What follows belongs to an exercise in optimizing a design on an open flow for small area; a production flow would make more cautious choices.
Where RTL was checked, it was by simulation tests only, not by an equivalence proof against the original.
No functional check of the RTL was part of runs 2 to 4.
Power figures rest on the tool's default switching activity, not on a simulated workload.

===== flow/run.sh =====
#!/bin/bash
# synth_recipe.tcl (not shown) runs the flow's synth.tcl, then flattens the netlist and writes it again
# the make line also repeats each setting of config.mk as NAME=value (left out here)
make -C /OpenROAD-flow-scripts/flow DESIGN_CONFIG=/design/flow/config.mk WORK_HOME=/design/flow/orfs CLKGATE_MAP_FILE= SYNTH_SCRIPT=/design/flow/synth_recipe.tcl finish

===== flow/config.mk =====
export PLATFORM = sky130hd
export DESIGN_NAME = jpeg_header_parser
export DESIGN_NICKNAME = jpeg_header_parser
export VERILOG_FILES = /design/flow/design.v
export SDC_FILE = /design/flow/constraint.sdc
export NUM_CORES = 4
export LEC_CHECK = 0
export CAP_MARGIN = 20
export CORE_MARGIN = 2
export CORE_UTILIZATION = 40
export PLACE_DENSITY = 0.6
export SLEW_MARGIN = 20

===== flow/constraint.sdc =====
create_clock -name core_clock -period 5.0 [get_ports {clk}]
set_input_delay 1.0000 -clock core_clock [delete_from_list [all_inputs] [get_ports {clk}]]
set_output_delay 1.0000 -clock core_clock [all_outputs]
set_load 0.01 [all_outputs]

===== flow/design.v =====
`timescale 1ns/1ns
package jhp_pkg;
    typedef logic [8-1:0]               byte_t;
    typedef logic [15:0]                          seg_len_t;   
    typedef logic [15:0]                          dim_t;       
    typedef logic [3:0]                           ncomp_t;
    typedef logic [3:0]                           samp_t;      
    typedef logic [$clog2(2)-1:0]       qt_id_t;
    typedef logic [$clog2(64)-1:0]   qt_idx_t;
    typedef logic [1:0]                           comp_idx_t;
    typedef enum logic [2:0] {
        HUNT, MARKER_ID, LEN_HI, LEN_LO, BODY
    } scan_state_t;
    typedef enum logic [3:0] {
        SOF_PREC, SOF_H_HI, SOF_H_LO, SOF_W_HI, SOF_W_LO, SOF_NCOMP,
        SOF_C_ID, SOF_C_SAMP, SOF_C_QT, SOF_TAIL,
        DQT_INFO, DQT_READ, SOS_BODY, IGNORE
    } seg_state_t;
endpackage
`timescale 1ns/1ns
module jpeg_header_parser (
    input  logic                       clk,
    input  logic                       rst_n,
    input  logic                       byte_valid,
    input  logic [7:0]                 byte_in,
    output logic                       byte_credit,
    output logic [15:0]                img_height,
    output logic [15:0]                img_width,
    output logic [3:0]                 num_components,
    output logic [3*4-1:0] comp_h_samp,      
    output logic [3*4-1:0] comp_v_samp,      
    output logic [3-1:0]   comp_quant_id,    
    output logic                       start_scan,
    input  logic                       qt_rd_table,
    input  logic [5:0]                 qt_rd_index,
    output logic [7:0]                 qt_rd_data
);
    localparam int NPOS = 128;           
    localparam int WS   = 8;             
    localparam int NWP  = NPOS / WS;
    localparam int WSB  = $clog2(WS);
    logic [7:0] fmem [4];
    logic [1:0] wr_ptr, rd_ptr;
    logic [2:0] fcount;
    logic       avail, pop;
    logic [7:0] b;
    assign avail       = (fcount != 3'd0);
    assign b           = fmem[rd_ptr];
    assign byte_credit = pop;
    always_ff @(posedge clk) begin
        if (byte_valid)
            fmem[wr_ptr] <= byte_in;
    end
    always_ff @(posedge clk or negedge rst_n) begin
        if (!rst_n) begin
            wr_ptr <= '0;
            rd_ptr <= '0;
            fcount <= '0;
        end else begin
            if (byte_valid)
                wr_ptr <= wr_ptr + 2'd1;
            if (pop)
                rd_ptr <= rd_ptr + 2'd1;
            fcount <= fcount + {2'b00, byte_valid} - {2'b00, pop};
        end
    end
    localparam logic [2:0] HUNT = 3'd0, MID = 3'd1, LHI = 3'd2, LLO = 3'd3, BODY = 3'd4;
    localparam logic [1:0] SG_OTH = 2'd0, SG_SOF = 2'd1, SG_DQT = 2'd2, SG_SOS = 2'd3;
    logic [2:0]  fst;
    logic [15:0] rem;            
    logic [1:0]  seg;
    logic [5:0]  cnt;            
    logic        info;           
    logic        keep;           
    logic        tbl;            
    logic        clr;            
    logic [6:0]  ph;             
    logic        in_body, last, standalone;
    logic        is_sof, is_dqt;
    logic        do_write, aligned;
    logic [6:0]  wpos;
    assign in_body    = (fst == BODY);
    assign last       = (rem == 16'd3);
    assign standalone = (b == 8'h00) || (b == 8'h01) || (b[7:4] == 4'hD && b[3:0] <= 4'd9);
    assign is_sof     = in_body && (seg == SG_SOF);
    assign is_dqt     = in_body && (seg == SG_DQT);
    assign do_write   = is_dqt && !info && keep;
    assign wpos       = {tbl, cnt} - ph - 7'd1;
    assign aligned    = (wpos[WSB-1:0] == '0);
    assign pop        = avail && !start_scan && (!do_write || aligned);
    always_ff @(posedge clk or negedge rst_n) begin
        if (!rst_n) begin
            fst        <= HUNT;
            start_scan <= 1'b0;
            clr        <= 1'b1;
            ph         <= '0;
        end else begin
            clr <= 1'b0;
            ph  <= ph + 7'd1;
            if (pop) begin
                case (fst)
                    HUNT: if (b == 8'hFF) fst <= MID;
                    MID: begin
                        if (standalone)       fst <= HUNT;
                        else if (b != 8'hFF)  fst <= LHI;
                    end
                    LHI: fst <= LLO;
                    LLO: fst <= (rem[15:8] != 8'd0 || b > 8'd2) ? BODY : HUNT;
                    default: begin
                        if (last) begin
                            fst <= HUNT;
                            if (seg == SG_SOS)
                                start_scan <= 1'b1;      
                        end
                    end
                endcase
            end
        end
    end
    always_ff @(posedge clk) begin
        if (pop) begin
            case (fst)
                MID: begin
                    case (b)
                        8'hC0: seg <= SG_SOF;
                        8'hDB:  seg <= SG_DQT;
                        8'hDA:  seg <= SG_SOS;
                        default:      seg <= SG_OTH;
                    endcase
                end
                LHI: rem[15:8] <= b;
                LLO: begin
                    rem[7:0] <= b;
                    cnt      <= '0;
                    info     <= 1'b1;
                end
                BODY: begin
                    rem <= rem - 16'd1;
                    if (seg == SG_SOF) begin
                        if (cnt[3:0] != 4'd15)
                            cnt <= cnt + 6'd1;
                    end else if (seg == SG_DQT) begin
                        if (info) begin
                            info <= 1'b0;
                            keep <= (b[3:1] == 3'd0);
                            tbl  <= b[0];
                        end else begin
                            cnt <= cnt + 6'd1;
                            if (cnt == 6'd63)
                                info <= 1'b1;
                        end
                    end
                end
                default: ;
            endcase
        end
    end
    logic [7:0] fb;
    logic       sof_pop;
    assign fb      = clr ? 8'h00 : b;
    assign sof_pop = pop && is_sof;
    always_ff @(posedge clk) begin
        if (clr || (sof_pop && cnt[3:0] == 4'd1)) img_height[15:8] <= fb;
        if (clr || (sof_pop && cnt[3:0] == 4'd2)) img_height[7:0]  <= fb;
        if (clr || (sof_pop && cnt[3:0] == 4'd3)) img_width[15:8]  <= fb;
        if (clr || (sof_pop && cnt[3:0] == 4'd4)) img_width[7:0]   <= fb;
        if (clr || (sof_pop && cnt[3:0] == 4'd5)) num_components   <= fb[3:0];
        for (int c = 0; c < 3; c++) begin
            if (clr || (sof_pop && cnt[3:0] == 4'(7 + 3*c) && num_components > 4'(c))) begin
                comp_h_samp[4*c +: 4] <= fb[7:4];
                comp_v_samp[4*c +: 4] <= fb[3:0];
            end
            if (clr || (sof_pop && cnt[3:0] == 4'(8 + 3*c) && num_components > 4'(c)))
                comp_quant_id[c] <= fb[0];
        end
    end
    logic [8*NPOS-1:0] ring;
    logic              wr_en;
    logic [6:0]        rpos;
    assign wr_en = pop && do_write;
    logic [8*NPOS-1:0] ring_nxt;
    always_comb begin
        ring_nxt = {ring[7:0], ring[8*NPOS-1:8]};      
        for (int k = 0; k < NWP; k++)
            if (wr_en && wpos[6:WSB] == (7-WSB)'(k))
                ring_nxt[8*WS*k +: 8] = b;
    end
    always_ff @(posedge clk) ring <= ring_nxt;
    always_ff @(posedge clk) begin
        rpos <= {qt_rd_table, qt_rd_index} - ph - 7'd1;
    end
    logic [NPOS-1:0] rsel;
    always_comb begin
        rsel = '0;
        rsel[rpos] = 1'b1;
    end
    always_comb begin
        qt_rd_data = '0;
        for (int p = 0; p < NPOS; p++)
            qt_rd_data = qt_rd_data | (ring[8*p +: 8] & {8{rsel[p]}});
    end
endmodule

==> results of run 1 <==
placed cells by master (no fill, tap or decap), types with 53 or more instances in the layout:
cell type / instances
dfxtp_1: 1026
nand3_1: 96
nor3_1: 53
o21ai_0: 161
clkdlybuf4s50_1: 82
clkbuf_16: 120
edfxtp_1: 122
a22oi_1: 194
buf_4: 406
a22o_1: 58
nor2_1: 96
a21oi_1: 69
nand2_1: 229
report_power, final:
part | internal, uW | total (uW) | switching (uW)
Combinational | 1140 | 3330 | 2190
Sequential | 9940 | 10200 | 270
Clock | 5150 | 8950 | 3790
Total | 16200 | 22500 | 6250
state kept, by name, indices dropped and copies added (netlist names):
| register | cells |
|---|---|
| clr | 1 |
| cnt | 6 |
| comp_h_samp | 12 |
| comp_quant_id | 3 |
| comp_v_samp | 12 |
| fcount | 3 |
| fmem | 32 |
| fst | 3 |
| img_height | 16 |
| img_width | 16 |
| info | 1 |
| keep | 1 |
| num_components | 4 |
| ph | 7 |
| rd_ptr | 2 |
| rem | 16 |
| ring | 1024 |
| rpos | 7 |
| seg | 2 |
| start_scan | 1 |
| tbl | 1 |
| wr_ptr | 2 |
worst paths after layout:
kind | startpoint | end | slack, ns | depth (start not counted)
max | rpos[1] | qt_rd_data[7] | -0.12 | 14
min | ring[742] | ring[734] | 0.33 | 0
max reg2reg | cnt[0] | ring[583] | 0.99 | 12
min reg2reg | ring[742] | ring[734] | 0.33 | 0
max in group asynchronous | rst_n | wr_ptr[1] | 3.56 | 1
min in group asynchronous | rst_n | fcount[2] | 0.83 | 1
through the flow:
step,cell area [um^2],cells,total power [uW],setup TNS (ns),setup slack (ns)
after global routing,47700,4870,23000,-1.05,-0.189
after CTS,47000,4831,22300,-0.352,-0.125
after floorplan,36600,3080,11700,0,0.574
after detailed placement,42100,4600,13400,-2.51,-0.414
after global placement,42100,4600,13400,-1.58,-0.330
final,47700,4878,22500,-0.619,-0.118
cell usage after synthesis (47+ instances only):
cell	count	area (um^2)
a21oi_1	76	380
a22o_1	58	508
a22oi_1	216	1620
a32oi_1	52	455
clkbuf_1	132	495
dfxtp_1	1031	20600
edfxtp_1	122	3660
mux2i_1	47	470
nand2_1	235	882
nand3_1	100	500
nand4_1	48	300
nor2_1	120	450
nor3_1	64	320
o21ai_0	167	836
cell families (layout without fill, tap and decap cells):
family	Yosys count	count (layout)	share of synthesized area, %
flops	1172	1172	67.6
compound gates	846	846	16.6
simple gates	714	714	9.48
buf+inv	206	820	2.29
mux	60	60	1.68
xor+xnor	50	50	1.20
fa+ha+maj	31	31	1.12
other cells	1	9	0.0102
final cells by class:
type,instances,area share [%]
multi-input cells,1702,25.3
inverters,31,0.244
repair buffers,580,11.2
diodes,8,0.0419
well taps,1176,3.08
clock buffers,164,7.14
clock inverters,45,1.08
flip-flops and latches,1172,51.9
metal layers:
| layer | GRT usage (%) | vias up | part of all wire [%] |
|---|---|---|---|
| li1 | - | 12600 | - |
| met1 | 47.9 | 15200 | 37 |
| met2 | 54.3 | 2603 | 40 |
| met3 | 13.2 | 811 | 13 |
| met4 | 28.8 | 4 | 9.5 |
| met5 | 0.672 | - | 0.054 |
what timing repair did:
| action | CTS | global route |
|---|---|---|
| hold endpoints to repair | 0 | 0 |
| pin swaps | 49 | 69 |
| setup endpoints to repair | 8 | 8 |
| hold buffers | 0 | 0 |
| resized for setup | 200 | 79 |
| gates cloned | 1 | 2 |
| buffers inserted | 21 | 38 |
==> results.toml, run 1 <==
[finish]
fillerInstances = 7815
area_growth_pct = 30.3
final_util_pct = 52.8
multiInputGateArea_um2 = 12100
nNetsFinal = 3649
register_area_um2 = 24800
drive_gt1_share_pct = 24.3

[critical_path]
path_cells = "buf_6, or2_4, buf_6, and4_4, or3_4, buf_12, buf_12, buf_4, and3_1, a31oi_1, nand4_1, nor4_1, nand4_1, buf_2"
crit_path_start_kind = "flip-flop"
worstPathBufferInverterCount = 6
critPathTopFamily = "simple AND/OR/NAND/NOR gates"
critPathSlowestCell = "nor4_1"
slowest_delay_ns = 0.50
critPathKind = "flip-flop to primary output"
critPathRequiredTime_ns = 4.00
cp.arrival_ns = 4.12
crit_fanout = 7
worst_setup_path_end_kind = "primary output"

[global_route]
grt-ovfl-total = 0
antenna_found_initial = 9
grt_max_degree = 29
grt_pass1_vias = 29500
grt_usage_pct = 38.3
grt_pass1_wl_um = 246000

[clocking]
cts_root_buf = "clkbuf_16"
tritoncts = "done"
clk_pin_slew_ns = 0.07
clock_latency_ns = 0.73
h-tree-depth = 3
cts.sinks = 1172
clk_path_buf_depth = 3
cts_buffers = 113

[sta]
period_share_pct = 102
tightest_slew_ns = 0.989
setup_slack_ns = -0.118
max_freq_ghz = 0.195
final-setup-viol-count = 8
slew_violations = 0
slew_headroom_pct = 33.8
whs_ns = 0.332
hold_viol_final = 0
layout_min_cycle_time_ns = 5.12
fin_worst_skew_ns = 0.0263
rsz0062_at_grt = "true"

[routing]
vias = 31100
first_pass_iters = 7
drc = 0
via_per_inst = 6.39
wl_um = 184000
wl_per_cell_um = 37.7
detail_route.iter0.violations = 5221
postRouteAntennaNets = 0

[power_and_ir_drop]
p_leak_uw = 0.0180
ir_worst_vdd_uv = 374
powerDensity_nw_per_um2 = 471

[floorplan]
io_pins = 91
initial_core_util_pct = 40.5
dieHeight_um = 307
fp.dieW_um = 307
core-area_um2 = 90400
num_rows = 110
die_area_um2 = 94000

[outcome]
status = "failed layout checks"
so_faults = "negative setup slack"

[yosys]
syn_nets = 3129
synth_top_flop_cell = "dfxtp_1"
ys_ff_latch = 1172
ys_types = 91
syn_area_per_cell_um2 = 11.9
yosysWarnings = 1
synthCells = 3080
synth_edf_count = 122
seq_area_frac_synth_pct = 67.6
syn_area_um2 = 36600
synth-async-reset-ratio_pct = 1.62

[place]
port_buffers = 90
hpwl_um = 136000
gp_congestion = 1.11

[hold_path]
min_path_type = "flip-flop to flip-flop"

[flow_run]
drv_cap = 0
==> run 2: changes to the inputs <==
--- a/flow/design.v
+++ b/flow/design.v
@@ -17,6 +17,73 @@
         DQT_INFO, DQT_READ, SOS_BODY, IGNORE
     } seg_state_t;
 endpackage
+`timescale 1ns/1ns
+module qt_rd_mux (
+    input  logic [1023:0] ring,
+    input  logic [127:0]  rsel,
+    output logic [7:0]    qt_rd_data
+);
+    for (genvar i = 0; i < 8; i++) begin : g_bit
+        logic [42:0] l1;     
+        logic [10:0] l2;     
+        logic [2:0]  l3;     
+        for (genvar g = 0; g < 42; g++) begin : g_l1
+            jhp_aoi222 u (
+                .a0(ring[8*(3*g)   + i]), .s0(rsel[3*g]),
+                .a1(ring[8*(3*g+1) + i]), .s1(rsel[3*g+1]),
+                .a2(ring[8*(3*g+2) + i]), .s2(rsel[3*g+2]),
+                .y (l1[g]));
+        end
+        jhp_aoi22 u_l1_last (
+            .a0(ring[8*126 + i]), .s0(rsel[126]),
+            .a1(ring[8*127 + i]), .s1(rsel[127]),
+            .y (l1[42]));
+        for (genvar g = 0; g < 10; g++) begin : g_l2
+            jhp_nand4 u (.a(l1[4*g]), .b(l1[4*g+1]), .c(l1[4*g+2]), .d(l1[4*g+3]), .y(l2[g]));
+        end
+        jhp_nand3 u_l2_last (.a(l1[40]), .b(l1[41]), .c(l1[42]), .y(l2[10]));
+        jhp_nor4 u_l3_0 (.a(l2[0]), .b(l2[1]), .c(l2[2]), .d(l2[3]), .y(l3[0]));
+        jhp_nor4 u_l3_1 (.a(l2[4]), .b(l2[5]), .c(l2[6]), .d(l2[7]), .y(l3[1]));
+        jhp_nor3 u_l3_2 (.a(l2[8]), .b(l2[9]), .c(l2[10]), .y(l3[2]));
+        jhp_nand3 u_l4 (.a(l3[0]), .b(l3[1]), .c(l3[2]), .y(qt_rd_data[i]));
+    end
+endmodule
+module jhp_aoi222 (
+    input  logic a0, s0, a1, s1, a2, s2,
+    output logic y
+);
+    assign y = ~((a0 & s0) | (a1 & s1) | (a2 & s2));
+endmodule
+module jhp_aoi22 (
+    input  logic a0, s0, a1, s1,
+    output logic y
+);
+    assign y = ~((a0 & s0) | (a1 & s1));
+endmodule
+module jhp_nand4 (
+    input  logic a, b, c, d,
+    output logic y
+);
+    assign y = ~(a & b & c & d);
+endmodule
+module jhp_nand3 (
+    input  logic a, b, c,
+    output logic y
+);
+    assign y = ~(a & b & c);
+endmodule
+module jhp_nor4 (
+    input  logic a, b, c, d,
+    output logic y
+);
+    assign y = ~(a | b | c | d);
+endmodule
+module jhp_nor3 (
+    input  logic a, b, c,
+    output logic y
+);
+    assign y = ~(a | b | c);
+endmodule
 `timescale 1ns/1ns
 module jpeg_header_parser (
     input  logic                       clk,
@@ -194,9 +261,5 @@
         rsel = '0;
         rsel[rpos] = 1'b1;
     end
-    always_comb begin
-        qt_rd_data = '0;
-        for (int p = 0; p < NPOS; p++)
-            qt_rd_data = qt_rd_data | (ring[8*p +: 8] & {8{rsel[p]}});
-    end
-endmodule
+    qt_rd_mux qt_rd_mux_inst (.ring, .rsel, .qt_rd_data);
+endmodule
--- a/flow/config.mk
+++ b/flow/config.mk
@@ -7,6 +7,7 @@
 export LEC_CHECK = 0
 export CAP_MARGIN = 20
 export CORE_MARGIN = 2
-export CORE_UTILIZATION = 40
-export PLACE_DENSITY = 0.6
+export CORE_UTILIZATION = 60
+export PLACE_DENSITY = 0.75
 export SLEW_MARGIN = 20
+export SYNTH_HIERARCHICAL = 1
==> run 2 against run 1 <==
  * The layout still fails its checks (negative setup slack)
  * Critical path type unchanged
  * Power fell by 6.3%
  * Combinational power shrank 27%
  * Non-clock buffer count is 394 lower
  * Sequential power about the same
  * Critical endpoint is now qt_rd_data[4]
==> results.toml, run 2 <==
[outcome]
status = "failed layout checks"
so_faults = "negative setup slack"

[yosys]
synth_area_leaders = "dfxtp_1 (61%), edfxtp_1 (11%), a222oi_1 (9.9%), mux2_2 (4.1%), nand4_1 (1.5%)"
syn_area_um2 = 34000
synthTopCellsByCount = "dfxtp_1 (1031), a222oi_1 (336), mux2_2 (125), edfxtp_1 (122), nor2_1 (112)"
yosysWarnings = 7
syn_nets = 2374
yosysMostFrequentCell = "dfxtp_1"
synthCells = 2325
synth_edf_count = 122
seq_area_frac_synth_pct = 72.9
synth-async-reset-ratio_pct = 1.62
syn_area_per_cell_um2 = 14.6
synth_top_area_share_pct = 60.7
ys_types = 65
synth_top_cell_by_area = "dfxtp_1"
synth_top_flop_cell = "dfxtp_1"
ys_ff_latch = 1172

[finish]
multiInputGateArea_um2 = 9690
n_antenna_cell = 0
largest_reg_flops = 1024
reg.largest.list = "ring x1024, fmem x32"
final_util_pct = 72.9
fillerInstances = 3507
final_common_cell = "dfxtp_1"
final_cell_mix = "dfxtp_1 (1026), a222oi_1 (336), mux2_2 (125), edfxtp_1 (122), clkbuf_16 (108)"
area_growth_pct = 20.5
register_area_um2 = 24800
nNetsFinal = 2606
top_register = "ring"
drive_gt1_share_pct = 22.6

[floorplan]
die_area_um2 = 58600
num_rows = 87
io_pins = 91
core-area_um2 = 56200
initial_core_util_pct = 60.5
fp.dieW_um = 242
dieHeight_um = 242

[critical_path]
slowest_delay_ns = 0.55
path_cells = "inv_2, ha_4, nand2b_4, or4_4, xor2_4, nand2_4, buf_6, buf_4, nor3_2, a222oi_1, nand4_1, nor4_4, nand3_2, buf_6"
critPathRequiredTime_ns = 4.00
worst_setup_path_end_kind = "primary output"
crit_path_start_kind = "flip-flop"
cp_common_cell = "buf_6"
crit_fanout = 8
critPathKind = "flip-flop to primary output"
critPathSlowestCell = "nor4_4"
cp.arrival_ns = 4.15

[power_and_ir_drop]
p_clk_share_pct = 40.2
p_leak_uw = 0.0155
p_sw_uw = 5420
power_uw = 21100
power.internal_uw = 15700
seqPwrFrac_pct = 48.2
powerDensity_nw_per_um2 = 514
ir_worst_vdd_uv = 476
pwr-share-comb_pct = 11.5
p_sw_share_pct = 25.7

[sta]
final-setup-viol-count = 8
tightest_slew_ns = 1.11
layout_min_cycle_time_ns = 5.15
setup_slack_ns = -0.148
fin_worst_skew_ns = 0.0247
period_share_pct = 103
rsz0062_at_grt = "true"
whs_ns = 0.339
hold_viol_final = 0
slew_headroom_pct = 26.3
slew_violations = 0
max_freq_ghz = 0.194

[clocking]
tritoncts = "done"
cts.sinks = 1172
clock_latency_ns = 0.67
cts_root_buf = "clkbuf_16"
clk_path_buf_depth = 3
clk_pin_slew_ns = 0.07
cts_buffers = 104
hold_buffers = 0
h-tree-depth = 3

[global_route]
grt_pass1_wl_um = 140000
grt-ovfl-total = 0
antenna_found_initial = 1
grt_pass1_vias = 22800
grt_max_degree = 32
grt_usage_pct = 31.3

[flow_run]
drv_cap = 0

[place]
gp_congestion = 0.935
hpwl_um = 60900
port_buffers = 90

[routing]
wl_per_cell_um = 27.8
drc = 0
postRouteAntennaNets = 0
detail_route.iter0.violations = 3711
first_pass_iters = 14
via_per_inst = 6.68
vias = 22700
wl_um = 94700

[hold_path]
min_path_type = "flip-flop to flip-flop"
==> run 2: changes by cell type in the layout (fill, tap and decap cells not counted), sizes merged, moves of 60 or more <==
cell    before  now
buf        496  102
a222oi      27  336
a22oi      218    9
nand2      236   39
o21ai      171    9
mux2        13  128
nand3      100   40
==> run 2: per-module statistics from Yosys, one instance, submodules excluded, a selection <==
| module | cells | cell area (um^2) | flops+latches |
|---|---|---|---|
| jpeg_header_parser | 1861 | 29700 | 1172 |
| jhp_aoi22 | 1 | 12.5 | 0 |
| jhp_nor4 | 1 | 12.5 | 0 |
| jhp_aoi222 | 1 | 10.0 | 0 |
| jhp_nor3 | 1 | 10.0 | 0 |
| jhp_nand4 | 1 | 6.26 | 0 |
| jhp_nand3 | 1 | 5.00 | 0 |
==> run 2: final timing paths <==
kind                                start             to  slack, ns  depth (start not counted)
worst max-delay path              rpos[1]  qt_rd_data[4]      -0.15                         14
worst min-delay path            ring[130]      ring[122]       0.34                          0
min in group asynchronous           rst_n      wr_ptr[0]       0.82                          1
worst max register to register      ph[0]      ring[512]       1.27                         10
worst min register to register  ring[130]      ring[122]       0.34                          0
max in group asynchronous           rst_n         fst[2]       3.64                          1
==> run 2: cells by family after synthesis <==
group	after synthesis	share of synthesized area, %
xor gates and xnor gates	45	1.16
adders and majority gates	31	1.21
and+or+nand+nor	439	7.39
DFF	1172	72.9
buffers and inverters	85	0.994
other	1	0.0110
muxes	136	4.77
AOI/OAI and AO/OA	416	11.5
==> run 2: power by group through the flow <==
stage	sequential (uW)	clock (uW)	combinational, uW
after floorplan	10300	0	1130
after global placement	10300	0	2130
after detailed placement	10400	0	2190
after CTS	10200	8510	2310
after global routing	10200	8910	2540
final	10200	8480	2430
==> run 2: cell type report <==
type | instances | share of cell area [%]
sequential | 1172 | 60.5
multi-input combinational | 1068 | 23.7
clock buffer | 146 | 7.29
timing repair buffer | 186 | 4.29
tap | 756 | 2.31
clock inverter | 49 | 1.72
inverter | 25 | 0.229
==> run 2: routing by layer <==
metal / vias up / wire length, um / GRT usage [%]
li1: 9691 / - / -
met5: - / 0 / 0
met2: 1392 / 43800 / 49.7
met4: 0 / 4960 / 15.5
met1: 11300 / 36700 / 40.8
met3: 346 / 9140 / 7.05
==> run 2: timing repair <==
item	4_1_cts	5_1_grt
endpoints found under the setup margin	8	8
hold endpoints to repair	0	0
resized for setup	157	73
pin swaps	73	67
setup buffers	21	12
cloned	3	1
==> run 2: metrics by stage <==
step	area, um^2	std cells	setup WS [ns]	TNS, ns
global route	41000	3402	-0.278	-1.17
CTS	40600	3391	-0.0415	-0.140
finish	41000	3402	-0.148	-0.752
detailed placement	36100	3172	-0.313	-2.14
global placement	36100	3171	-0.223	-1.40
floorplan	34000	2325	1.15	0
==> run 2: worst max-delay path, delay by kind of cell, from the launching register on <==
family | cells | cell delay [ns]
and+or+nand+nor | 7 | 1.85
DFF | 1 | 0.33
adders and majority gates | 1 | 0.17
xor gates and xnor gates | 1 | 0.19
AOI/OAI and AO/OA | 1 | 0.42
buffers and inverters | 4 | 0.51
==> run 3: changes to the inputs <==
--- a/flow/design.v
+++ b/flow/design.v
@@ -141,18 +141,17 @@
     logic        keep;           
     logic        tbl;            
     logic        clr;            
-    logic [6:0]  ph;             
+    logic [6:0]  m;              
+    logic [6:0]  wpos;           
     logic        in_body, last, standalone;
     logic        is_sof, is_dqt;
-    logic        do_write, aligned;
-    logic [6:0]  wpos;
+    logic        do_write, aligned, wr_en;
     assign in_body    = (fst == BODY);
     assign last       = (rem == 16'd3);
     assign standalone = (b == 8'h00) || (b == 8'h01) || (b[7:4] == 4'hD && b[3:0] <= 4'd9);
     assign is_sof     = in_body && (seg == SG_SOF);
     assign is_dqt     = in_body && (seg == SG_DQT);
     assign do_write   = is_dqt && !info && keep;
-    assign wpos       = {tbl, cnt} - ph - 7'd1;
     assign aligned    = (wpos[WSB-1:0] == '0);
     assign pop        = avail && !start_scan && (!do_write || aligned);
     always_ff @(posedge clk or negedge rst_n) begin
@@ -160,10 +159,10 @@
             fst        <= HUNT;
             start_scan <= 1'b0;
             clr        <= 1'b1;
-            ph         <= '0;
+            m          <= '0;
         end else begin
             clr <= 1'b0;
-            ph  <= ph + 7'd1;
+            m   <= m - 7'd1;
             if (pop) begin
                 case (fst)
                     HUNT: if (b == 8'hFF) fst <= MID;
@@ -183,6 +182,12 @@
                 endcase
             end
         end
+    end
+    always_ff @(posedge clk) begin
+        if (pop && is_dqt && info)
+            wpos <= (m - 7'd2) ^ {b[0], 6'd0};
+        else if (!wr_en)
+            wpos <= wpos - 7'd1;
     end
     always_ff @(posedge clk) begin
         if (pop) begin
@@ -242,8 +247,6 @@
         end
     end
     logic [8*NPOS-1:0] ring;
-    logic              wr_en;
-    logic [6:0]        rpos;
     assign wr_en = pop && do_write;
     logic [8*NPOS-1:0] ring_nxt;
     always_comb begin
@@ -253,13 +256,14 @@
                 ring_nxt[8*WS*k +: 8] = b;
     end
     always_ff @(posedge clk) ring <= ring_nxt;
-    always_ff @(posedge clk) begin
-        rpos <= {qt_rd_table, qt_rd_index} - ph - 7'd1;
-    end
+    logic [6:0] rpos;
+    logic [7:0] rdata;
+    assign rpos = {qt_rd_table, qt_rd_index} + m;
     logic [NPOS-1:0] rsel;
     always_comb begin
         rsel = '0;
         rsel[rpos] = 1'b1;
     end
-    qt_rd_mux qt_rd_mux_inst (.ring, .rsel, .qt_rd_data);
-endmodule
+    always_ff @(posedge clk) qt_rd_data <= rdata;
+    qt_rd_mux qt_rd_mux_inst (.ring, .rsel, .qt_rd_data(rdata));
+endmodule
--- a/flow/config.mk
+++ b/flow/config.mk
@@ -8,6 +8,7 @@
 export CAP_MARGIN = 20
 export CORE_MARGIN = 2
 export CORE_UTILIZATION = 60
+export GPL_TIMING_DRIVEN = 0
 export PLACE_DENSITY = 0.75
 export SLEW_MARGIN = 20
 export SYNTH_HIERARCHICAL = 1
==> run 3 against run 2 <==
  * The layout still fails its checks (negative setup slack)
  * Wire length grew 0.59%
  * Register-to-register slack lost 0.88 ns
  * Clock power shrank 2%
  * Design area shrank 0.17%
  * Core utilization shrank 0.68 points
  * Via count grew 5.1%
  * Sequential share of layout area grew 0.58 points
  * Highest routed layer unchanged
  * Cell count grew 5.9%
  * Synthesized cell count grew 9.4%
  * Clock skew grew 0.0021 ns
==> results.toml, run 3 <==
[sta]
slew_violations = 0
period_share_pct = 100
slew_headroom_pct = 9.51
whs_ns = 0.300
tightest_slew_ns = 1.36
setup_slack_ns = -0.00205
final-setup-viol-count = 1
fin_worst_skew_ns = 0.0268
max_freq_ghz = 0.200
hold_viol_final = 0
layout_min_cycle_time_ns = 5.00

[yosys]
seq_area_frac_synth_pct = 72.6
syn_area_per_cell_um2 = 13.5
syn_area_um2 = 34400
synth-async-reset-ratio_pct = 1.61
synth_area_leaders = "dfxtp_1 (60%), edfxtp_1 (11%), a222oi_1 (9.8%), nand2_1 (1.9%), o21ai_0 (1.8%)"
ys_ff_latch = 1179
yosysMostFrequentCell = "dfxtp_1"
synth_edf_count = 128
synth_top_area_share_pct = 60.0
synth_top_flop_cell = "dfxtp_1"
yosysWarnings = 7
syn_nets = 2587
synthTopCellsByCount = "dfxtp_1 (1032), a222oi_1 (336), nand2_1 (174), edfxtp_1 (128), o21ai_0 (127)"
synthCells = 2543
ys_types = 79
synth_top_cell_by_area = "dfxtp_1"

[routing]
first_pass_iters = 13
wl_um = 95200
via_per_inst = 6.63
vias = 23900
detail_route.iter0.violations = 4107
postRouteAntennaNets = 0
wl_per_cell_um = 26.4
drc = 0

[global_route]
grt-ovfl-total = 0
grt_pass1_wl_um = 141000
antenna_found_initial = 1
grt_pass1_vias = 23500
grt_usage_pct = 31.2
grt_max_degree = 20

[floorplan]
io_pins = 91
num_rows = 87
dieHeight_um = 244
die_area_um2 = 59300
core-area_um2 = 56600
initial_core_util_pct = 60.8
fp.dieW_um = 244

[finish]
final_common_cell = "dfxtp_1"
top_register = "ring"
reg.largest.list = "ring x1024, fmem x32"
stdcell_area_um2 = 40900
final_cell_mix = "dfxtp_1 (1032), a222oi_1 (336), nand2_1 (169), edfxtp_1 (128), o21ai_0 (125)"
drive_gt1_share_pct = 14.4
area_growth_pct = 18.8
largest_reg_flops = 1024
nNetsFinal = 2805
fillerInstances = 3708

[critical_path]
cp.arrival_ns = 5.52
worst_setup_path_end_kind = "flip-flop"
critPathKind = "input pin to flip-flop"
crit_path_start_kind = "input pin"
crit_fanout = 10
critPathRequiredTime_ns = 5.52

[clocking]
cts.sinks = 1179
cts_buffers = 107
clk_path_buf_depth = 3
clock_latency_ns = 0.67
cts_root_buf = "clkbuf_16"
h-tree-depth = 3
tritoncts = "done"
clk_pin_slew_ns = 0.06

[place]
gp_congestion = 0.974
postPlaceCellArea_um2 = 36300
preCtsSetupSlack_ns = -1.34
port_buffers = 90
hpwl_um = 63500

[flow_run]
drv_cap = 0

[power_and_ir_drop]
p_leak_uw = 0.0148
ir_worst_vdd_uv = 450
powerDensity_nw_per_um2 = 515

[outcome]
status = "failed layout checks"
so_faults = "negative setup slack"

[hold_path]
min_path_type = "input pin to asynchronous set/reset pin"
-- run 3: final timing paths --
kind / from / depth (start not counted) / slack (ns) / endpoint
worst max-delay path: qt_rd_index[0] / 14 / -0.002 / qt_rd_data[5]
worst min-delay path: rst_n / 1 / 0.30 / fst[1]
worst max register to register: m[0] / 13 / 0.39 / qt_rd_data[5]
worst min register to register: ring[435] / 0 / 0.34 / ring[427]
max in group asynchronous: rst_n / 1 / 4.33 / clr
min in group core_clock: ring[435] / 0 / 0.34 / ring[427]
-- run 3: final cells by class --
cell class | instances | area [um^2] | share of cell area (%)
flip-flops and latches | 1179 | 25000 | 61.1
multi-input cells | 1258 | 9690 | 23.7
clock buffers | 159 | 3250 | 7.95
repair buffers | 109 | 1070 | 2.62
well taps | 756 | 946 | 2.31
clock inverters | 36 | 419 | 1.03
plain buffers | 77 | 418 | 1.02
inverters | 29 | 109 | 0.266
diodes | 1 | 2.50 | 0.00612
-- run 3: through the flow --
stage                     utilization, %  total power, uW   TNS, ns  instances
after global placement              64.1            12600     -9.18       3389
after CTS                           71.3            21000  -0.00358       3591
after detailed placement            64.1            12700    -10.03       3390
after floorplan                        -            11600         0       2543
final                               72.2            21100  -0.00205       3604
after global routing                72.2            21600    -0.477       3603
-- run 3: critical path, cell delays in order --
cell and delay [ns]:
clkdlybuf4s50_1 0.44, ha_2 0.23, fa_2 0.42, a211o_1 0.38, and3_4 0.22, buf_4 0.19
o21ai_1 0.27, and3b_1 0.31, nand2_1 0.41, a21oi_2 0.20, a222oi_1 0.35, nand4_1 0.34
nor4_4 0.58, nand3_2 0.17
-- run 3: per-module statistics from Yosys, one instance, submodules excluded, excerpt --
| module | copies in the design | flip-flops and latches | cells | cell area [um^2] |
|---|---|---|---|---|
| jhp_nor4 | 16 | 0 | 1 | 12.5 |
| jhp_nor3 | 8 | 0 | 1 | 10.0 |
| jhp_nand4 | 80 | 0 | 1 | 6.26 |
| jhp_aoi222 | 336 | 0 | 1 | 10.0 |
| jhp_aoi22 | 8 | 0 | 1 | 12.5 |
| jhp_nand3 | 16 | 0 | 1 | 5.00 |
-- run 3: power by group --
part / internal, uW / switching (uW) / total, uW / leakage [uW]
clock network: 4860 / 3480 / 8340 / 0.00182
registers: 10000 / 191 / 10200 / 0.00977
logic: 759 / 1740 / 2500 / 0.00323
-- run 3: cells by family after synthesis --
kind of cell / synth area share, %
DFF: 72.6
AOI/OAI and AO/OA: 15.5
and+or+nand+nor: 7.58
buffers and inverters: 1.33
xor gates and xnor gates: 1.15
adders and majority gates: 0.988
muxes: 0.865
other: 0.0109
-- run 3: what timing repair did --
action	CTS	global route
buffers inserted	6	12
pin swaps	27	34
endpoints found under the setup margin	8	8
hold buffers	0	0
cloned	0	0
gates resized for setup	65	97
-- run 3: layer usage --
metal | part of all wire, % | track usage (%)
met1 | 39 | 41.6
met2 | 45 | 47.5
met3 | 10 | 6.39
met4 | 5.8 | 18.5
met5 | 0 | 0
==> run 4: changes to the inputs <==
--- a/flow/design.v
+++ b/flow/design.v
@@ -102,10 +102,7 @@
     input  logic [5:0]                 qt_rd_index,
     output logic [7:0]                 qt_rd_data
 );
-    localparam int NPOS = 128;           
-    localparam int WS   = 8;             
-    localparam int NWP  = NPOS / WS;
-    localparam int WSB  = $clog2(WS);
+    localparam int NRING = 16;           
     logic [7:0] fmem [4];
     logic [1:0] wr_ptr, rd_ptr;
     logic [2:0] fcount;
@@ -141,8 +138,7 @@
     logic        keep;           
     logic        tbl;            
     logic        clr;            
-    logic [6:0]  m;              
-    logic [6:0]  wpos;           
+    logic [2:0]  m;              
     logic        in_body, last, standalone;
     logic        is_sof, is_dqt;
     logic        do_write, aligned, wr_en;
@@ -152,7 +148,7 @@
     assign is_sof     = in_body && (seg == SG_SOF);
     assign is_dqt     = in_body && (seg == SG_DQT);
     assign do_write   = is_dqt && !info && keep;
-    assign aligned    = (wpos[WSB-1:0] == '0);
+    assign aligned    = (cnt[2:0] + m == 3'd0);       
     assign pop        = avail && !start_scan && (!do_write || aligned);
     always_ff @(posedge clk or negedge rst_n) begin
         if (!rst_n) begin
@@ -162,7 +158,7 @@
             m          <= '0;
         end else begin
             clr <= 1'b0;
-            m   <= m - 7'd1;
+            m   <= m - 3'd1;
             if (pop) begin
                 case (fst)
                     HUNT: if (b == 8'hFF) fst <= MID;
@@ -182,12 +178,6 @@
                 endcase
             end
         end
-    end
-    always_ff @(posedge clk) begin
-        if (pop && is_dqt && info)
-            wpos <= (m - 7'd2) ^ {b[0], 6'd0};
-        else if (!wr_en)
-            wpos <= wpos - 7'd1;
     end
     always_ff @(posedge clk) begin
         if (pop) begin
@@ -246,24 +236,35 @@
                 comp_quant_id[c] <= fb[0];
         end
     end
-    logic [8*NPOS-1:0] ring;
+    logic [7:0] ring [NRING][8];
+    logic [3:0] wring;
     assign wr_en = pop && do_write;
-    logic [8*NPOS-1:0] ring_nxt;
+    assign wring = {tbl, cnt[5:3]};
+    always_ff @(posedge clk) begin
+        for (int j = 0; j < NRING; j++) begin
+            for (int p = 1; p < 8; p++)
+                ring[j][p-1] <= ring[j][p];
+            ring[j][7] <= (wr_en && wring == 4'(j)) ? b : ring[j][0];
+        end
+    end
+    logic [2:0]      rlo;
+    logic [7:0]      lsel;
+    logic [15:0]     hsel;
+    logic [127:0]    rsel;
+    logic [1023:0]   rflat;
+    logic [7:0]      rdata;
+    assign rlo = qt_rd_index[2:0] + m;
     always_comb begin
-        ring_nxt = {ring[7:0], ring[8*NPOS-1:8]};      
-        for (int k = 0; k < NWP; k++)
-            if (wr_en && wpos[6:WSB] == (7-WSB)'(k))
-                ring_nxt[8*WS*k +: 8] = b;
-    end
-    always_ff @(posedge clk) ring <= ring_nxt;
-    logic [6:0] rpos;
-    logic [7:0] rdata;
-    assign rpos = {qt_rd_table, qt_rd_index} + m;
-    logic [NPOS-1:0] rsel;
-    always_comb begin
-        rsel = '0;
-        rsel[rpos] = 1'b1;
-    end
+        lsel = '0;
+        lsel[rlo] = 1'b1;
+        hsel = '0;
+        hsel[{qt_rd_table, qt_rd_index[5:3]}] = 1'b1;
+        for (int j = 0; j < NRING; j++)
+            for (int p = 0; p < 8; p++) begin
+                rsel[8*j+p]          = hsel[j] & lsel[p];
+                rflat[8*(8*j+p) +: 8] = ring[j][p];
+            end
+    end
+    qt_rd_mux qt_rd_mux_inst (.ring(rflat), .rsel, .qt_rd_data(rdata));
     always_ff @(posedge clk) qt_rd_data <= rdata;
-    qt_rd_mux qt_rd_mux_inst (.ring, .rsel, .qt_rd_data(rdata));
-endmodule
+endmodule
==> flow/flow/run.sh (new file) <==
#!/bin/bash
# Standard layout with three changes: port buffers use the smallest buffer,
# and the clock tree uses clkbuf_8 in clusters of 16 sinks without dummy loads.
set -euo pipefail
export BUFFER_PORTS_ARGS="-buffer_cell sky130_fd_sc_hd__buf_1"
export CTS_ARGS="-sink_clustering_enable -repair_clock_nets -buf_list sky130_fd_sc_hd__clkbuf_8 -sink_clustering_size 16 -sink_clustering_max_diameter 50 -dont_use_dummy_load"
bash standard.sh > standard.log 2>&1
==> flow/standard.sh (new file) <==
#!/bin/bash
# synth_recipe.tcl (not shown) runs the flow's synth.tcl, then flattens the netlist and writes it again
# the make line also repeats each setting of config.mk as NAME=value (left out here)
make -C /OpenROAD-flow-scripts/flow DESIGN_CONFIG=/design/flow/config.mk WORK_HOME=/design/flow/orfs CLKGATE_MAP_FILE= SYNTH_SCRIPT=/design/flow/synth_recipe.tcl "${@:-finish}"
--- a/flow/config.mk
+++ b/flow/config.mk
@@ -7,8 +7,8 @@
 export LEC_CHECK = 0
 export CAP_MARGIN = 20
 export CORE_MARGIN = 2
-export CORE_UTILIZATION = 60
+export CORE_UTILIZATION = 55
 export GPL_TIMING_DRIVEN = 0
-export PLACE_DENSITY = 0.75
+export PLACE_DENSITY = 0.7
 export SLEW_MARGIN = 20
 export SYNTH_HIERARCHICAL = 1
removed: flow/run.sh
==> run 4 against run 3 <==
  * The layout still fails its checks (negative setup slack)
  * Synthesized cell count shrank 12%
  * Power decreased by 22%
  * Flip-flop and latch count decreased by 10
  * Critical path depth did not move
  * Register-to-register slack worse by 0.37 ns
  * Largest power group unchanged
  * Fmax down 0.43%
  * Clock power decreased by 48%
  * Non-clock buffer count fell by 51
==> results.toml, run 4 <==
[power_and_ir_drop]
seqPwrFrac_pct = 61.6
p_clk_share_pct = 26.6
p_sw_share_pct = 26.6
power.internal_uw = 12000
p_sw_uw = 4340
powerDensity_nw_per_um2 = 454
ir_worst_vdd_uv = 295
pwr-share-comb_pct = 11.8
p_leak_uw = 0.0131

[floorplan]
num_rows = 90
fp.dieW_um = 250
initial_core_util_pct = 55.5
io_pins = 91
die_area_um2 = 62700
core-area_um2 = 60200
dieHeight_um = 250

[routing]
wl_met1_um = 35100
first_pass_iters = 11
drc = 0
wl_met3_um = 6570
vias = 20500
via_per_inst = 6.39
wl_per_cell_um = 25.5
postRouteAntennaNets = 0
detail_route.iter0.violations = 3374
routed-wl-met2_um = 37400
top_layer = "met4"
wl_um = 81700

[clocking]
tritoncts = "done"
clk_pin_slew_ns = 0.09
cts_buffers = 90
h-tree-depth = 3
cts_root_buf = "clkbuf_8"
clk_path_buf_depth = 3
clock_latency_ns = 0.73
cts.sinks = 1169

[sta]
tns_ns = -0.0238
layout_min_cycle_time_ns = 5.02
period_share_pct = 100
slew_violations = 0
final-setup-viol-count = 1
tightest_slew_ns = 1.18
setup_slack_ns = -0.0238
hold_viol_final = 0
fin_worst_skew_ns = 0.101
slew_headroom_pct = 21.1
max_freq_ghz = 0.199
whs_ns = 0.291
rsz0062_at_grt = "true"

[global_route]
grt_pass1_vias = 20600
grt-ovfl-total = 0
grt_max_degree = 17
grt_pass1_wl_um = 123000
grt_usage_pct = 25.7
antenna_found_initial = 3

[finish]
final_cell_mix = "dfxtp_1 (1032), a222oi_1 (336), nor2_1 (158), mux2_2 (129), edfxtp_1 (122)"
area_growth_pct = 7.68
largest_reg_flops = 1024
nNetsFinal = 2466
top_register = "ring"
stdcell_area_um2 = 36000
final_common_cell = "dfxtp_1"
drive_gt1_share_pct = 12.5
reg.largest.list = "ring x1024, fmem x32"
final_util_pct = 59.7

[yosys]
synth_area_leaders = "dfxtp_1 (62%), edfxtp_1 (11%), a222oi_1 (10%), mux2_2 (4.3%), nor2_1 (1.8%)"
synth-async-reset-ratio_pct = 1.28
syn_area_um2 = 33400
synth_top_flop_cell = "dfxtp_1"
yosysMostFrequentCell = "dfxtp_1"
ys_types = 61
syn_nets = 2285
synthTopCellsByCount = "dfxtp_1 (1032), a222oi_1 (336), nor2_1 (158), mux2_2 (129), edfxtp_1 (122)"
synth_top_area_share_pct = 61.8
synth_edf_count = 122
syn_area_per_cell_um2 = 14.9
yosysWarnings = 8
ys_ff_latch = 1169
synthCells = 2242
seq_area_frac_synth_pct = 73.9
synth_top_cell_by_area = "dfxtp_1"

[critical_path]
worst_setup_path_end_kind = "flip-flop"
critPathRequiredTime_ns = 5.52
crit_path_start_kind = "input pin"
critPathKind = "input pin to flip-flop"
cp.arrival_ns = 5.55
crit_fanout = 10
reg2reg_setup_slack_ns = 0.02

[outcome]
status = "failed layout checks"
so_faults = "negative setup slack"

[place]
gp_congestion = 0.865
postPlaceCellArea_um2 = 34700
port_buffers = 90
hpwl_um = 55400
preCtsSetupSlack_ns = -1.10

[flow_run]
drv_cap = 0

[hold_path]
min_path_type = "flip-flop to flip-flop"
-- run 4: modules after synthesis, one instance, submodules excluded, a selection --
module	times used	area, um^2	cells inside	flops+latches
jhp_nor3	8	10.0	1	0
jpeg_header_parser	1	29100	1778	1169
jhp_nand4	80	6.26	1	0
jhp_aoi22	8	12.5	1	0
jhp_nor4	16	12.5	1	0
jhp_nand3	16	5.00	1	0
-- run 4: power groups by stage --
stage	clock, uW	combinational, uW	sequential, uW
finish	4340	1930	10100
global route	4750	2060	10100
CTS	4410	1910	10100
detailed placement	0	1910	10300
global placement	0	1870	10300
floorplan	0	1020	10300
-- run 4: critical path: stages --
cell and delay, ns:
buf_1 0.12, ha_1 0.16, inv_1 0.04, fa_1 0.36, xor2_1 0.17, xnor2_1 0.51, mux2i_1 0.28, nand2b_1 0.65
clkbuf_2 0.45, nor2_1 0.27, a222oi_1 0.41, nand4_1 0.26, nor4_2 0.56, nand3_1 0.28
-- run 4: layer usage --
metal	track usage, %	vias up
li1	-	9132
met1	36.3	10300
met2	40.4	942
met3	4.27	160
met4	8.81	0
met5	0	-
-- run 4: stage by stage --
step                      total power, uW  instances
after floorplan                     11300       2242
after global placement              12100       3114
after detailed placement            12200       3114
after CTS                           16400       3203
after global routing                16900       3204
final                               16300       3204
-- run 4: timing repair --
action	4_1_cts	5_1_grt
buffers inserted	0	0
resized for setup	3	9
endpoints found under the setup margin	8	7
hold buffers	0	0
-- run 4: final timing paths --
path / from / end / cells after the start
hold / removal: ring[69][1] / ring[68][1] / 0
hold reg to reg: ring[69][1] / ring[68][1] / 0
setup / recovery: qt_rd_index[0] / qt_rd_data[3] / 14
min in group asynchronous: rst_n / m[2] / 1
setup reg to reg: m[0] / qt_rd_data[3] / 13
max in group asynchronous: rst_n / start_scan / 1
-- run 4: cell families after synthesis --
logic type	after synthesis	synth area share [%]
flops	1169	73.9
simple gates	409	7.04
compound gates	400	11.5
mux	141	5.01
buf+inv	70	0.813
xor+xnor	27	0.749
fa+ha+maj	25	1.00
other cells	1	0.0112
-- run 4: final cells by class --
| cell class | count | area (um^2) |
|---|---|---|
| tap | 782 | 978 |
| antenna | 1 | 2.50 |
| fill | 4658 | 24300 |
| clock buffer | 90 | 1240 |
| timing repair buffer | 90 | 338 |
| inverter | 24 | 90.1 |
| sequential | 1169 | 24700 |
| multi-input combinational | 1003 | 8450 |
| buffer | 45 | 188 |
==> run 5: changes to the inputs <==
--- a/flow/design.v
+++ b/flow/design.v
@@ -247,16 +247,14 @@
             ring[j][7] <= (wr_en && wring == 4'(j)) ? b : ring[j][0];
         end
     end
-    logic [2:0]      rlo;
     logic [7:0]      lsel;
     logic [15:0]     hsel;
     logic [127:0]    rsel;
     logic [1023:0]   rflat;
     logic [7:0]      rdata;
-    assign rlo = qt_rd_index[2:0] + m;
     always_comb begin
-        lsel = '0;
-        lsel[rlo] = 1'b1;
+        for (int p = 0; p < 8; p++)
+            lsel[p] = (qt_rd_index[2:0] == 3'(p) - m);
         hsel = '0;
         hsel[{qt_rd_table, qt_rd_index[5:3]}] = 1'b1;
         for (int j = 0; j < NRING; j++)
==> run 5 against run 4 <==
  * Now clean on timing, DRC and antenna
  * Synthesized area is 0.58% lower
  * Largest cell class unchanged
  * Sequential share of layout area grew 0.22 points
  * Cell count is essentially flat
  * Non-clock buffer count down 2
  * Clock power grew 2%
  * Register-to-register slack better by 0.11 ns
  * Setup slack better by 0.15 ns
  * Hold slack better by 0.011 ns
==> results.toml, run 5 <==
[sta]
max_freq_ghz = 0.205
tightest_slew_ns = 1.23
slew_violations = 0
layout_min_cycle_time_ns = 4.87
setup_slack_ns = 0.130
final-setup-viol-count = 0
rsz0062_at_grt = "false"
period_share_pct = 97.4
hold_viol_final = 0
fin_worst_skew_ns = 0.0995
slew_headroom_pct = 17.1

[clocking]
cts_root_buf = "clkbuf_8"
h-tree-depth = 3
clk_pin_slew_ns = 0.10
clock_latency_ns = 0.71
cts_buffers = 95
cts.sinks = 1169
cts_setup_buffers = 0
tritoncts = "done"
clk_path_buf_depth = 3

[finish]
fillerInstances = 4553
multiInputGateArea_um2 = 8290
drive_gt1_share_pct = 12.2
final_common_cell = "dfxtp_1"
area_growth_pct = 7.97
register_area_um2 = 24700
reg.largest.list = "ring x1024, fmem x32"
top_register = "ring"
largest_reg_flops = 1024
final_cell_mix = "dfxtp_1 (1032), a222oi_1 (336), nor2_1 (155), mux2_2 (129), edfxtp_1 (122)"
nNetsFinal = 2459

[floorplan]
initial_core_util_pct = 55.4
fp.dieW_um = 250
io_pins = 91
core-area_um2 = 60000
dieHeight_um = 250
num_rows = 90
die_area_um2 = 62400

[routing]
wl_per_cell_um = 25.5
drc = 0
detail_route.iter0.violations = 2983
vias = 20400
first_pass_iters = 14
via_per_inst = 6.36
wl_um = 81600
postRouteAntennaNets = 0

[power_and_ir_drop]
ir_worst_vdd_uv = 320
p_leak_uw = 0.0129
power_uw = 16300
powerDensity_nw_per_um2 = 455

[place]
preCtsSetupSlack_ns = -0.395
hpwl_um = 55600
port_buffers = 90
gp_congestion = 0.852

[critical_path]
critPathRequiredTime_ns = 5.57
worst_setup_path_end_kind = "flip-flop"
cp.arrival_ns = 5.44
crit_fanout = 10
crit_path_start_kind = "flip-flop"
critPathKind = "flip-flop to flip-flop"

[flow_run]
drv_cap = 0

[yosys]
synth_xor_area_share_pct = 0.836
synth_top_area_share_pct = 62.2
synth_top_family_by_area = "compound AO/OA/AOI/OAI gates"
ys_ff_latch = 1169
synth-async-reset-ratio_pct = 1.28
synth_compound_area_share_pct = 11.6
synth_edf_count = 122
synthAdderAreaFrac_pct = 0.836
yosysMostFrequentCell = "dfxtp_1"
syn_area_um2 = 33200
yosys.area_share.simple_pct = 6.77
synthTopCellsByCount = "dfxtp_1 (1032), a222oi_1 (336), nor2_1 (155), mux2_2 (129), edfxtp_1 (122)"
synthCells = 2233
synth_top_flop_cell = "dfxtp_1"
ys_types = 58
yosysWarnings = 8
syn_area_per_cell_um2 = 14.9
seq_area_frac_synth_pct = 74.3
synth_top_cell_by_area = "dfxtp_1"
synth_area_leaders = "dfxtp_1 (62%), edfxtp_1 (11%), a222oi_1 (10%), mux2_2 (4.4%), nor2_1 (1.8%)"
syn_nets = 2272
synth.mux.area_fraction_pct = 4.91

[hold_path]
min_path_type = "flip-flop to flip-flop"

[outcome]
status = "timing/DRC/antenna clean"

[global_route]
grt-ovfl-total = 0
grt_max_degree = 17
grt_usage_pct = 25.7
antenna_found_initial = 4
grt_pass1_vias = 20600
grt_pass1_wl_um = 122000
-- run 5: kinds of logic (layout without fill, tap and decap cells) --
group / after synthesis / in the layout
simple gates: 409 / 409
flops: 1169 / 1169
fa+ha+maj: 21 / 21
other cells: 1 / 4
compound gates: 403 / 403
mux: 137 / 137
xor+xnor: 30 / 30
buf+inv: 63 / 248
-- run 5: path summary, 6_finish.rpt --
path                             start            end  slack [ns]  depth (start not counted)
max                               m[2]  qt_rd_data[7]        0.13                          9
min                        ring[57][4]    ring[56][4]        0.30                          0
max reg2reg                       m[2]  qt_rd_data[7]        0.13                          9
min reg2reg                ring[57][4]    ring[56][4]        0.30                          0
max in group asynchronous        rst_n           m[0]        3.94                          1
min in group asynchronous        rst_n     start_scan        0.43                          1
-- run 5: worst max-delay path, stage by stage (launching register included) --
cell,delay [ns]
dfrtp_1,0.45
xnor2_1,0.36
nor2_1,0.10
o21ai_1,0.96
clkbuf_1,0.91
nor2_1,0.45
a222oi_1,0.46
nand4_1,0.27
nor4_2,0.65
nand3_1,0.14
-- run 5: what timing repair did --
action / CTS / global route
hold buffers: 0 / 0
gates resized for setup: 0 / 3
endpoints found under the setup margin: 0 / 1
-- run 5: cell type report --
type,count,share of cell area (%)
sequential,1169,68.9
multi-input combinational,1001,23.1
clock buffer,95,3.65
tap,782,2.73
timing repair buffer,90,0.942
buffer,43,0.481
inverter,20,0.209
antenna,3,0.0209
-- run 5: per-module statistics from Yosys, one instance, submodules excluded, a selection --
module,times used,flip-flops and latches
jhp_aoi22,8,0
jhp_aoi222,336,0
jhp_nand3,16,0
jhp_nand4,80,0
jhp_nor3,8,0
jhp_nor4,16,0
jpeg_header_parser,1,1169
-- run 5: power breakdown --
| part | total [uW] | internal, uW | switching, uW |
|---|---|---|---|
| combinational | 1860 | 459 | 1400 |
| sequential | 10000 | 9880 | 153 |
| clock | 4430 | 1700 | 2740 |
| total | 16300 | 12000 | 4290 |
-- run 5: per-stage QoR --
step	utilization (%)	cell area (um^2)	instances	hold WS [ns]	setup TNS [ns]
floorplan	-	33200	2233	0.330	0
global placement	57.5	34500	3105	0.331	-1.74
detailed placement	57.6	34500	3105	0.335	-1.95
CTS	59.7	35800	3200	0.298	0
global route	59.8	35900	3202	0.310	0
finish	59.8	35900	3203	0.302	0
-- run 5: layer usage --
metal | GRT usage, % | part of all wire [%] | vias to the layer above
met3 | 5.13 | 8.2 | 187
met5 | 0 | 0 | -
met4 | 11.9 | 4.2 | 0
met2 | 39.5 | 45 | 848
li1 | - | - | 9117
met1 | 35.3 | 43 | 10200
==> run 6: changes to the inputs <==
==> flow/flow/run.sh (replaced) <==
#!/bin/bash
# Standard layout with three changes: port buffers use the smallest buffer,
# and the clock tree uses clkbuf_8 in clusters of 20 sinks without dummy loads.
set -euo pipefail
export BUFFER_PORTS_ARGS="-buffer_cell sky130_fd_sc_hd__buf_1"
export CTS_ARGS="-sink_clustering_enable -repair_clock_nets -buf_list sky130_fd_sc_hd__clkbuf_8 -sink_clustering_size 20 -sink_clustering_max_diameter 50 -dont_use_dummy_load"
bash standard.sh > standard.log 2>&1
--- a/flow/config.mk
+++ b/flow/config.mk
@@ -7,8 +7,8 @@
 export LEC_CHECK = 0
 export CAP_MARGIN = 20
 export CORE_MARGIN = 2
-export CORE_UTILIZATION = 55
+export CORE_UTILIZATION = 65
 export GPL_TIMING_DRIVEN = 0
-export PLACE_DENSITY = 0.7
+export PLACE_DENSITY = 0.78
 export SLEW_MARGIN = 20
 export SYNTH_HIERARCHICAL = 1
==> run 6 against run 5 <==
  * Still clean
  * Power fell by 2.6%
  * Fmax rose by 2.8%
  * Clock power fell by 9.3%
  * Clock-buffer cell count fell by 19
  * Critical path depth did not move
  * Synthesized area did not move
  * Design area fell by 1.1%
  * Hold slack got worse by 0.015 ns
  * Sequential share of layout area rose by 0.78 points
  * Critical path type unchanged
  * Largest cell class unchanged
==> results.toml, run 6 <==
[place]
postPlaceCellArea_um2 = 34400
gp_congestion = 0.893
port_buffers = 90
hpwl_um = 54200

[finish]
register_area_um2 = 24700
nNetsFinal = 2440
stdcell_area_um2 = 35500
final_common_cell = "dfxtp_1"
drive_gt1_share_pct = 11.3
fillerInstances = 3397
top_register = "ring"
largest_reg_flops = 1024
final_cell_mix = "dfxtp_1 (1032), a222oi_1 (336), nor2_1 (155), mux2_2 (129), edfxtp_1 (122)"
reg.largest.list = "ring x1024, fmem x32"
area_growth_pct = 6.75
multiInputGateArea_um2 = 8290

[routing]
vias = 20600
wl_per_cell_um = 25.8
first_pass_iters = 12
wl_um = 79300
drc = 0
via_per_inst = 6.69
detail_route.iter0.violations = 3332
postRouteAntennaNets = 0

[sta]
fin_worst_skew_ns = 0.0779
period_share_pct = 94.7
whs_ns = 0.287
slew_headroom_pct = 16.8
layout_min_cycle_time_ns = 4.74
final-setup-viol-count = 0
rsz0062_at_grt = "false"
max_freq_ghz = 0.211
tightest_slew_ns = 1.25
hold_viol_final = 0
slew_violations = 0

[global_route]
grt-ovfl-total = 0
grt_pass1_wl_um = 120000
antenna_found_initial = 8
grt_usage_pct = 29.7
grt_pass1_vias = 20700
grt_max_degree = 21

[yosys]
synth.mux.area_fraction_pct = 4.91
syn_area_um2 = 33200
yosysWarnings = 8
synth_top_area_share_pct = 62.2
yosysMostFrequentCell = "dfxtp_1"
synth_compound_area_share_pct = 11.6
ys_ff_latch = 1169
synth_top_cell_by_area = "dfxtp_1"
synthAdderAreaFrac_pct = 0.836
synth_top_family_by_area = "compound AO/OA/AOI/OAI gates"
yosys.area_share.simple_pct = 6.77
synth_xor_area_share_pct = 0.836
synth_top_flop_cell = "dfxtp_1"
seq_area_frac_synth_pct = 74.3
synthCells = 2233
ys_types = 58
syn_nets = 2272
synthTopCellsByCount = "dfxtp_1 (1032), a222oi_1 (336), nor2_1 (155), mux2_2 (129), edfxtp_1 (122)"
synth_edf_count = 122
synth-async-reset-ratio_pct = 1.28
syn_area_per_cell_um2 = 14.9
synth_area_leaders = "dfxtp_1 (62%), edfxtp_1 (11%), a222oi_1 (10%), mux2_2 (4.4%), nor2_1 (1.8%)"

[critical_path]
reg2reg_setup_slack_ns = 0.26
cp.arrival_ns = 5.23
crit_fanout = 10
critPathKind = "flip-flop to flip-flop"
critPathRequiredTime_ns = 5.49
worst_setup_path_end_kind = "flip-flop"
crit_path_start_kind = "flip-flop"

[clocking]
hold_buffers = 0
clk_pin_slew_ns = 0.11
cts_root_buf = "clkbuf_8"
cts_resized = 0
h-tree-depth = 3
clk_path_buf_depth = 3
cts_setup_buffers = 0
cts_buffers = 76
clock_latency_ns = 0.71
tritoncts = "done"
cts.sinks = 1169

[power_and_ir_drop]
ir_worst_vdd_uv = 447
p_leak_uw = 0.0128
powerDensity_nw_per_um2 = 448

[floorplan]
dieHeight_um = 230
die_area_um2 = 52900
io_pins = 91
core-area_um2 = 50300
initial_core_util_pct = 66.1
num_rows = 82
fp.dieW_um = 230

[outcome]
status = "timing/DRC/antenna clean"

[flow_run]
drv_cap = 0

[hold_path]
min_path_type = "flip-flop to flip-flop"
-- run 6: kinds of logic (layout without fill, tap and decap cells) --
group,count (synthesis),count (layout)
DFF,1169,1169
and+or+nand+nor,409,409
AOI/OAI and AO/OA,403,403
muxes,137,137
buffers and inverters,63,229
xor gates and xnor gates,30,30
adders and majority gates,21,21
other,1,5
-- run 6: metrics by stage --
stage                     power [uW]  utilization, %  TNS [ns]  setup WS, ns  std cells
after floorplan                11200               -         0          1.45       2233
after global placement         12000            68.4         0        0.0672       2995
after detailed placement       12000            68.4    -0.344        -0.103       2995
after CTS                      15900            70.5         0         0.441       3071
after global routing           16400            70.5         0         0.124       3072
final                          15900            70.5         0         0.264       3075
-- run 6: power breakdown --
group | internal, uW | leakage [uW] | switching [uW]
logic | 458 | 0.00259 | 1390
registers | 9880 | 0.00966 | 153
clock network | 1370 | 0.000546 | 2640
total | 11700 | 0.0128 | 4190
-- run 6: worst paths after layout --
kind                        startpoint             to  cells after the start
setup reg to reg                  m[2]  qt_rd_data[3]                      9
min in group asynchronous        rst_n      wr_ptr[1]                      1
hold / removal             ring[97][0]    ring[96][0]                      0
setup / recovery                  m[2]  qt_rd_data[3]                      9
hold reg to reg            ring[97][0]    ring[96][0]                      0
max in group asynchronous        rst_n      fcount[2]                      1
-- run 6: per-module statistics from Yosys, one instance, submodules excluded, a selection --
module / flip-flops and latches / copies in the design / cells
jhp_aoi22: 0 / 8 / 1
jhp_aoi222: 0 / 336 / 1
jhp_nand3: 0 / 16 / 1
jhp_nand4: 0 / 80 / 1
jhp_nor3: 0 / 8 / 1
jhp_nor4: 0 / 16 / 1
jpeg_header_parser: 1169 / 1 / 1769
-- run 6: layer usage --
metal / track usage, % / vias to the layer above / wire length [um]
met5: 0 / - / 39
met4: 12.2 / 6 / 3310
met3: 5.70 / 213 / 6510
met2: 47.7 / 985 / 37000
met1: 39.8 / 10300 / 32400
li1: - / 9092 / -
-- run 6: cell type report --
| class | count | share of cell area (%) |
|---|---|---|
| Buffer | 43 | 0.480 |
| Tap cell | 672 | 2.37 |
| Inverter | 20 | 0.212 |
| Sequential cell | 1169 | 69.6 |
| Clock buffer | 76 | 2.95 |
| Multi-Input combinational cell | 1001 | 23.4 |
| Timing Repair Buffer | 90 | 0.953 |
| Antenna cell | 4 | 0.0282 |
-- run 6: worst max-delay path, stage by stage, from the launching register on --
cell      delay (ns)
dfrtp_1         0.47
xnor2_1         0.40
nor2_1          0.10
o21ai_1         0.93
clkbuf_1        0.76
nor2_1          0.37
a222oi_1        0.45
nand4_1         0.22
nor4_2          0.54
nand3_1         0.28

## port drivers added, routing unchanged
The flow's constraints put no driver on any port. The routed layouts listed below were extracted and timed again, unchanged, in two steps.
Step 1 sets driving cells, clkbuf_16 on the clock port and buf_2 on the other inputs (assumed; they add their load-dependent delay and slew).
Step 2 also shifts input and output timing later by t, the mid clock arrival at the registers, as if the neighbouring blocks saw the same clock.
Three values: no drivers, after step 1, after step 2; two values: the first two.
run | shift t [ns] | setup WS [ns] | worst hold slack (ns) | worst setup path after step 2
run 1 | 0.787 | -0.118 / -0.194 / 0.593 | 0.332 / 0.332 / 0.332 | register to output
run 2 | 0.726 | -0.148 / -0.214 / 0.513 | 0.339 / 0.339 / 0.339 | register to output
run 3 | 0.722 | -0.002 / 0.039 / -0.683 | 0.300 / 0.255 / 0.341 | input to register
run 4 | 0.731 | -0.024 / -0.001 / -0.732 | 0.291 / 0.291 / 0.291 | input to register
run 5 | 0.731 | 0.130 / 0.130 / -0.570 | 0.302 / 0.302 / 0.302 | input to register
run 6 | 0.721 | 0.264 / 0.264 / -0.379 | 0.287 / 0.287 / 0.287 | input to register
With both steps, setup timing fails in run 5 and run 6, where it was met with ideal ports. For run 4, which loses most, drivers alone change the setup slack by +0.023 ns; drivers and shift together by -0.708 ns.
